Background: an optimization exercise with open tools, aiming at small area. Do not read the settings as production practice. Where RTL was checked, it was by simulation tests only, not by an equivalence proof against the original. Power and IR drop assume default switching activity. No driver is modelled on the clock port, so clocking that relies on it looks cheaper here than on a real chip.

red:
==> module pipeCpu, before the edit <==
module pipeCpu (
    input  logic        clk,
    input  logic        rstN,
    output logic [31:0] pc,
    input  logic [31:0] inst,
    output logic [31:0] dataAddress,
    output logic [31:0] writeMemData,
    output logic        memRead,
    output logic        memWrite,
    input  logic [31:0] readMemData
);
    logic [2:0]  ph;         
    logic        p2;         
    logic [31:2] pcR;
    logic [27:0] aR;         
    logic [27:0] bR;         
    logic        aluC;
    logic        pcC;
    logic        flag;       
    logic [5:0] op;
    logic [5:0] fn;
    logic [4:0] rs;
    logic [4:0] rt;
    logic [4:0] rd;
    assign op = inst[31:26];
    assign fn = inst[5:0];
    assign rs = inst[25:21];
    assign rt = inst[20:16];
    assign rd = inst[15:11];
    logic isR, rAdd, rSub, rAnd, rOr, rSlt;
    logic iAddiu, iOri, iLui, iLw, iSw, iBeq, iBne, iJ, isBr;
    assign isR    = (op == 6'h00);
    assign rAdd   = isR && (fn == 6'h21);
    assign rSub   = isR && (fn == 6'h23);
    assign rAnd   = isR && (fn == 6'h24);
    assign rOr    = isR && (fn == 6'h25);
    assign rSlt   = isR && (fn == 6'h2a);
    assign iAddiu = (op == 6'h09);
    assign iOri   = (op == 6'h0d);
    assign iLui   = (op == 6'h0f);
    assign iLw    = (op == 6'h23);
    assign iSw    = (op == 6'h2b);
    assign iBeq   = (op == 6'h04);
    assign iBne   = (op == 6'h05);
    assign iJ     = (op == 6'h02);
    assign isBr   = iBeq || iBne;
    logic twoPass;
    logic ph0;
    logic ph7;
    logic last;
    assign twoPass = rSlt || iLw || iSw || isBr;
    assign ph0     = (ph == 3'd0);
    assign ph7     = (ph == 3'd7);
    assign last    = ph7 && (p2 || !twoPass);
    logic [31:0] rf [1:31];
    logic [31:0][3:0] bot;
    assign bot[0] = 4'd0;
    genvar g;
    generate
        for (g = 1; g < 32; g++) begin : gBot
            assign bot[g] = rf[g][3:0];
        end
    endgenerate
    logic [3:0] rd1;
    logic [3:0] rd2;
    assign rd1 = bot[rs];
    assign rd2 = bot[rt];
    logic       we;
    logic [4:0] wreg;
    logic [3:0] wdata;
    generate
        for (g = 1; g < 32; g++) begin : gReg
            always_ff @(posedge clk) begin
                rf[g] <= {(we && wreg == g) ? wdata : rf[g][3:0], rf[g][31:4]};
            end
        end
    endgenerate
    logic [3:0] iDig;
    logic [3:0] aOp;
    logic [3:0] bSrc;
    logic [3:0] bOp;
    logic       sub;
    logic       cin;
    logic [4:0] sum;
    logic [3:0] alu;
    logic       lt;
    logic [2:0] dIdx;
    logic [3:0] instDig;
    logic [1:0] ePrev;
    assign dIdx    = {ph[2] && !iLui, ph[1:0]};
    assign instDig = inst[{dIdx, 2'b00} +: 4];
    always_comb begin
        if (iLui)                iDig = ph[2] ? instDig : 4'd0;
        else if (iJ || !ph[2])   iDig = instDig;
        else if (iOri)           iDig = 4'd0;
        else                     iDig = {4{inst[15]}};
    end
    assign aOp  = iLui ? 4'd0 : rd1;
    assign bSrc = isR ? rd2 : iDig;
    assign sub  = rSub || rSlt;
    assign bOp  = sub ? ~bSrc : bSrc;
    assign cin  = ph0 ? sub : aluC;
    assign sum  = {1'b0, aOp} + {1'b0, bOp} + {4'd0, cin};
    assign lt   = (aOp[3] ^ bSrc[3]) ? aOp[3] : sum[3];
    always_comb begin
        if (rAnd)                    alu = aOp & bOp;
        else if (rOr || iOri || iLui) alu = aOp | bOp;
        else                         alu = sum[3:0];
    end
    assign memRead  = iLw && !p2 && ph7;
    assign memWrite = iSw && !p2 && ph7;
    assign wreg = isR ? rd : rt;
    always_comb begin
        if (!p2) begin
            we    = rAdd || rSub || rAnd || rOr || rSlt || iAddiu || iOri || iLui || (iLw && ph7);
            if (iLw)       wdata = readMemData[31:28];
            else if (rSlt) wdata = 4'd0;
            else           wdata = alu;
        end else begin
            we    = (iLw && !ph7) || (rSlt && ph0);
            wdata = rSlt ? {3'd0, flag} : aR[3:0];
        end
    end
    logic [3:0]  xDig;
    logic [3:0]  pcDig;
    logic [31:0] pcFull;
    logic        taken;
    logic [3:0]  xOp;
    logic [4:0]  pcSum;
    logic [3:0]  bIn;
    logic [31:0] bNext;
    assign xDig   = {iDig[1:0], ph0 ? 2'b00 : ePrev};
    assign pcFull = {pcR, 2'b11};
    assign pcDig  = pcFull[{ph, 2'b00} +: 4];
    assign taken  = iBeq ? flag : !flag;
    assign xOp    = (isBr && p2 && taken) ? xDig : 4'd0;
    assign pcSum  = {1'b0, pcDig} + {1'b0, xOp} + {4'd0, ph0 | pcC};
    always_comb begin
        if (iSw && !p2)       bIn = rd2;
        else if (iJ && !ph7)  bIn = xDig;
        else                  bIn = pcSum[3:0];
    end
    assign bNext = {bIn, bR};
    always_ff @(posedge clk or negedge rstN) begin
        if (!rstN) begin
            ph  <= 3'd0;
            p2  <= 1'b0;
        end else begin
            ph <= ph + 3'd1;
            if (ph7) p2 <= twoPass && !p2;
        end
    end
    always_ff @(posedge clk) begin
        if (!rstN)     pcR <= '0;
        else if (last) pcR <= bNext[31:2];
    end
    always_ff @(posedge clk) begin
        aluC <= sum[4];
        pcC  <= pcSum[4];
        bR   <= bNext[31:4];
        ePrev <= iDig[3:2];
        aR   <= memRead ? readMemData[27:0] : {alu, aR[27:4]};
        if (!p2) begin
            if (isBr)     flag <= (ph0 || flag) && (rd1 == rd2);
            else if (ph7) flag <= lt;
        end
    end
    assign pc           = {pcR, 2'b00};
    assign dataAddress  = {alu, aR};
    assign writeMemData = {rd2, bR};
endmodule
export LEC_CHECK = 0
export CAP_MARGIN = 20
export CORE_MARGIN = 2
export CORE_UTILIZATION = 40
export CTS_BUF_LIST = sky130_fd_sc_hd__clkbuf_16
export CTS_CLUSTER_DIAMETER = 100
export CTS_CLUSTER_SIZE = 30
export PLACE_DENSITY = 0.6
export SLEW_MARGIN = 20
create_clock -name core_clock -period 10.0 [get_ports {clk}]
standard.sh (not shown) runs the stock make flow with config.mk's settings and CLKGATE_MAP_FILE= SYNTH_SCRIPT=/design/flow/synth_recipe.tcl, a recipe that flattens the netlist after the stock synthesis.
==> flow/flow/run.sh <==
#!/bin/bash
set -euo pipefail
W=$PWD
{
  printf 'proc abc {args} {\n'
  printf '  set i [lsearch $args -script]\n'
  printf '  if {$i >= 0} { set args [lreplace $args [expr {$i+1}] [expr {$i+1}] %s] }\n' "$W/flow/area.abc"
  printf '  yosys abc {*}$args\n'
  printf '}\n'
  cat synth_recipe.tcl
} > flow_synth.tcl
grep -q 'SYNTH_SCRIPT=' standard.sh
sed "s#SYNTH_SCRIPT=[^ ]*#SYNTH_SCRIPT=$W/flow_synth.tcl#" standard.sh > flow_standard.sh
export BUFFER_PORTS_ARGS="-buffer_cell sky130_fd_sc_hd__buf_1"
export CTS_ARGS="-sink_clustering_enable -repair_clock_nets -sink_clustering_size 30 -sink_clustering_max_diameter 100 -buf_list sky130_fd_sc_hd__clkbuf_16 -root_buf sky130_fd_sc_hd__clkbuf_8 -tree_buf sky130_fd_sc_hd__clkbuf_8 -dont_use_dummy_load"
bash flow_standard.sh > flow_make.log 2>&1
==> flow/flow/area.abc <==
strash
dch -f
amap
topo
stime -c
dnsize -c
diff inputs: red => blue
-- flow/design.v --
<<< red, line 138
    assign pcSum  = {1'b0, pcDig} + {1'b0, xOp} + {4'd0, ph0 | pcC};
    always_comb begin
        if (iSw && !p2)       bIn = rd2;
        else if (iJ && !ph7)  bIn = xDig;
        else                  bIn = pcSum[3:0];
    end
>>> blue, line 138
    assign pcSum  = {1'b0, pcDig} + {1'b0, xOp} + {4'd0, ph0 | pcC};
    always_comb begin
        if ((iSw || iLw) && !p2) bIn = alu;
        else if (iJ && !ph7)     bIn = xDig;
        else                  bIn = pcSum[3:0];
    end
<<< red, line 161
        bR   <= bNext[31:4];
        ePrev <= iDig[3:2];
        aR   <= memRead ? readMemData[27:0] : {alu, aR[27:4]};
        if (!p2) begin
            if (isBr)     flag <= (ph0 || flag) && (rd1 == rd2);
>>> blue, line 161
        bR   <= bNext[31:4];
        ePrev <= iDig[3:2];
        aR   <= {(iSw && !p2) ? rd2 : 4'd0, aR[27:4]} | (memRead ? readMemData[27:0] : 28'd0);
        if (!p2) begin
            if (isBr)     flag <= (ph0 || flag) && (rd1 == rd2);
<<< red, line 168
    end
    assign pc           = {pcR, 2'b00};
    assign dataAddress  = {alu, aR};
    assign writeMemData = {rd2, bR};
endmodule
>>> blue, line 168
    end
    assign pc           = {pcR, 2'b00};
    assign dataAddress  = {alu, bR};
    assign writeMemData = {rd2, aR};
endmodule
## What came out
- In the reports for red and blue, the smaller post-route clock period utilization belongs to blue.
- Static leakage ended up 0.00020 µW higher on blue than on red.
- There was hardly any difference in global-route usage between red and blue.
- Between blue and red, the number of antenna violations at the first check in global routing does not differ in any meaningful way.
- In blue, the fmax came out about 3.4% above the value in red.
- Summary of blue over red: post-layout instance area has remained practically unchanged; total power divided by cell area has decreased.

---

The RTL this note starts from:
==> flow/design.v <==
`timescale 1ns/1ps
module pipeCpu (
    input  logic        clk,
    input  logic        rstN,
    output logic [31:0] pc,
    input  logic [31:0] inst,
    output logic [31:0] dataAddress,
    output logic [31:0] writeMemData,
    output logic        memRead,
    output logic        memWrite,
    input  logic [31:0] readMemData
);
    logic [2:0]  ph;         
    logic        p2;         
    logic [31:2] pcR;
    logic [27:0] aR;         
    logic [27:0] bR;         
    logic        aluC;
    logic        pcC;
    logic        flag;       
    logic [5:0] op;
    logic [5:0] fn;
    logic [4:0] rs;
    logic [4:0] rt;
    logic [4:0] rd;
    assign op = inst[31:26];
    assign fn = inst[5:0];
    assign rs = inst[25:21];
    assign rt = inst[20:16];
    assign rd = inst[15:11];
    logic isR, rAdd, rSub, rAnd, rOr, rSlt;
    logic iAddiu, iOri, iLui, iLw, iSw, iBeq, iBne, iJ, isBr;
    assign isR    = (op == 6'h00);
    assign rAdd   = isR && (fn == 6'h21);
    assign rSub   = isR && (fn == 6'h23);
    assign rAnd   = isR && (fn == 6'h24);
    assign rOr    = isR && (fn == 6'h25);
    assign rSlt   = isR && (fn == 6'h2a);
    assign iAddiu = (op == 6'h09);
    assign iOri   = (op == 6'h0d);
    assign iLui   = (op == 6'h0f);
    assign iLw    = (op == 6'h23);
    assign iSw    = (op == 6'h2b);
    assign iBeq   = (op == 6'h04);
    assign iBne   = (op == 6'h05);
    assign iJ     = (op == 6'h02);
    assign isBr   = iBeq || iBne;
    logic twoPass;
    logic ph0;
    logic ph7;
    logic last;
    assign twoPass = rSlt || iLw || iSw || isBr;
    assign ph0     = (ph == 3'd0);
    assign ph7     = (ph == 3'd7);
    assign last    = ph7 && (p2 || !twoPass);
    logic [31:0] rf [1:31];
    logic [31:0][3:0] bot;
    assign bot[0] = 4'd0;
    genvar g;
    generate
        for (g = 1; g < 32; g++) begin : gBot
            assign bot[g] = rf[g][3:0];
        end
    endgenerate
    logic [3:0] rd1;
    logic [3:0] rd2;
    always_comb begin
        rd1 = 4'd0;
        rd2 = 4'd0;
        for (int r = 1; r < 32; r++) begin
            rd1 = rd1 | (bot[r] & {4{rs == r[4:0]}});
            rd2 = rd2 | (bot[r] & {4{rt == r[4:0]}});
        end
    end
    logic       we;
    logic [4:0] wreg;
    logic [3:0] wdata;
    generate
        for (g = 1; g < 32; g++) begin : gReg
            always_ff @(posedge clk) begin
                rf[g] <= {(we && wreg == g) ? wdata : rf[g][3:0], rf[g][31:4]};
            end
        end
    endgenerate
    logic [3:0] iDig;
    logic [3:0] aOp;
    logic [3:0] bSrc;
    logic [3:0] bOp;
    logic       sub;
    logic       cin;
    logic [4:0] sum;
    logic [3:0] alu;
    logic       lt;
    logic [2:0] dIdx;
    logic [3:0] instDig;
    logic [1:0] ePrev;
    assign dIdx    = {ph[2] && !iLui, ph[1:0]};
    assign instDig = inst[{dIdx, 2'b00} +: 4];
    always_comb begin
        if (iLui)                iDig = ph[2] ? instDig : 4'd0;
        else if (iJ || !ph[2])   iDig = instDig;
        else if (iOri)           iDig = 4'd0;
        else                     iDig = {4{inst[15]}};
    end
    assign aOp  = iLui ? 4'd0 : rd1;
    assign bSrc = isR ? rd2 : iDig;
    assign sub  = rSub || rSlt;
    assign bOp  = sub ? ~bSrc : bSrc;
    assign cin  = ph0 ? sub : aluC;
    assign sum  = {1'b0, aOp} + {1'b0, bOp} + {4'd0, cin};
    assign lt   = (aOp[3] ^ bSrc[3]) ? aOp[3] : sum[3];
    always_comb begin
        if (rAnd)                    alu = aOp & bOp;
        else if (rOr || iOri || iLui) alu = aOp | bOp;
        else                         alu = sum[3:0];
    end
    assign memRead  = iLw && !p2 && ph7;
    assign memWrite = iSw && !p2 && ph7;
    assign wreg = isR ? rd : rt;
    always_comb begin
        if (!p2) begin
            we    = rAdd || rSub || rAnd || rOr || rSlt || iAddiu || iOri || iLui || (iLw && ph7);
            if (iLw)       wdata = readMemData[31:28];
            else if (rSlt) wdata = 4'd0;
            else           wdata = alu;
        end else begin
            we    = (iLw && !ph7) || (rSlt && ph0);
            wdata = rSlt ? {3'd0, flag} : aR[3:0];
        end
    end
    logic [3:0]  xDig;
    logic [3:0]  pcDig;
    logic [31:0] pcFull;
    logic        taken;
    logic [3:0]  xOp;
    logic [4:0]  pcSum;
    logic [3:0]  bIn;
    logic [31:0] bNext;
    assign xDig   = {iDig[1:0], ph0 ? 2'b00 : ePrev};
    assign pcFull = {pcR, 2'b11};
    assign pcDig  = pcFull[{ph, 2'b00} +: 4];
    assign taken  = iBeq ? flag : !flag;
    assign xOp    = (isBr && p2 && taken) ? xDig : 4'd0;
    assign pcSum  = {1'b0, pcDig} + {1'b0, xOp} + {4'd0, ph0 | pcC};
    always_comb begin
        if ((iSw || iLw) && !p2) bIn = alu;
        else if (iJ && !ph7)     bIn = xDig;
        else                  bIn = pcSum[3:0];
    end
    assign bNext = {bIn, bR};
    always_ff @(posedge clk or negedge rstN) begin
        if (!rstN) begin
            ph  <= 3'd0;
            p2  <= 1'b0;
        end else begin
            ph <= ph + 3'd1;
            if (ph7) p2 <= twoPass && !p2;
        end
    end
    always_ff @(posedge clk) begin
        if (!rstN)     pcR <= '0;
        else if (last) pcR <= bNext[31:2];
    end
    always_ff @(posedge clk) begin
        aluC <= sum[4];
        pcC  <= pcSum[4];
        bR   <= bNext[31:4];
        ePrev <= iDig[3:2];
        aR   <= {(iSw && !p2) ? rd2 : 4'd0, aR[27:4]} | (memRead ? readMemData[27:0] : 28'd0);
        if (!p2) begin
            if (isBr)     flag <= (ph0 || flag) && (rd1 == rd2);
            else if (ph7) flag <= lt;
        end
    end
    assign pc           = {pcR, 2'b00};
    assign dataAddress  = {alu, bR};
    assign writeMemData = {rd2, aR};
endmodule
clock: 10.0 ns
lec_check: 0
cap_margin: 20
core_margin: 2
core_utilization: 40
cts_buf_list: sky130_fd_sc_hd__clkbuf_16
cts_cluster_diameter: 100
cts_cluster_size: 30
place_density: 0.6
slew_margin: 20
==> flow/flow/area.abc <==
&get -n
&st
&dch
&nf -R 1000 -p
&st
&dch
&nf -R 1000 -p
&put
topo
stime -c
dnsize -c
Scripts as last shown in full above: flow/flow/run.sh
Then changed:
--- a/flow/design.v
+++ b/flow/design.v
@@ -92,13 +92,17 @@
     logic [3:0] alu;
     logic       lt;
     logic [2:0] dIdx;
     logic [3:0] instDig;
     logic [1:0] ePrev;
     assign dIdx    = {ph[2] && !iLui, ph[1:0]};
-    assign instDig = inst[{dIdx, 2'b00} +: 4];
+    always_comb begin
+        instDig = 4'd0;
+        for (int k = 0; k < 8; k++)
+            instDig = instDig | (inst[4*k +: 4] & {4{dIdx == k[2:0]}});
+    end
     always_comb begin
         if (iLui)                iDig = ph[2] ? instDig : 4'd0;
         else if (iJ || !ph[2])   iDig = instDig;
         else if (iOri)           iDig = 4'd0;
         else                     iDig = {4{inst[15]}};
     end
@@ -135,13 +139,17 @@
     logic [3:0]  xOp;
     logic [4:0]  pcSum;
     logic [3:0]  bIn;
     logic [31:0] bNext;
     assign xDig   = {iDig[1:0], ph0 ? 2'b00 : ePrev};
     assign pcFull = {pcR, 2'b11};
-    assign pcDig  = pcFull[{ph, 2'b00} +: 4];
+    always_comb begin
+        pcDig = 4'd0;
+        for (int k = 0; k < 8; k++)
+            pcDig = pcDig | (pcFull[4*k +: 4] & {4{ph == k[2:0]}});
+    end
     assign taken  = iBeq ? flag : !flag;
     assign xOp    = (isBr && p2 && taken) ? xDig : 4'd0;
     assign pcSum  = {1'b0, pcDig} + {1'b0, xOp} + {4'd0, ph0 | pcC};
     always_comb begin
         if ((iSw || iLw) && !p2) bIn = alu;
         else if (iJ && !ph7)     bIn = xDig;
What happened:
- The changed run passed the timing, design-rule and antenna checks
- die area hardly moves
- sequential power decreases by about 0.9%
- routed wire length increases by 3.6%
- synthesized area barely changes
- combinational power shrinks by about 3%
No functional check of the RTL was part of the second run of this note.

[static timing again, ports no longer ideal]
The flow's constraints put no driver on any port. The routed layouts listed below were extracted and timed again, unchanged, in two steps. Step 1 assumes that a clkbuf_16 drives the clock port and a buf_2 every other input. Step 2 moves the port delays by t, midway between the first and last clock arrival at a register: inputs arrive t later, outputs are due t later. That takes back most of the time a late clock gives input paths. Three values: no drivers, after step 1, after step 2; two values: the first two.
run | t (ns) | slack for setup (ns) | worst register clock-pin slew, ns | worst slew at a driven data input, ns | cell pins on the clock port's net
red | 0.744 | 1.273 / 1.232 / 1.232 | 0.11 / 0.11 | 0.10 | 1
blue | 0.726 | 1.562 / 1.513 / 1.513 | 0.11 / 0.11 | 0.11 | 1
the first run of note 2 | 0.748 | 1.477 / 1.434 / 1.434 | 0.11 / 0.11 | 0.07 | 1
the second run of note 2 | 0.732 | 1.472 / 1.441 / 1.441 | 0.11 / 0.11 | 0.05 | 1
After both steps every run listed still meets setup and hold. For blue, which loses most, drivers alone change the setup slack by -0.049 ns; drivers and shift together by -0.049 ns.
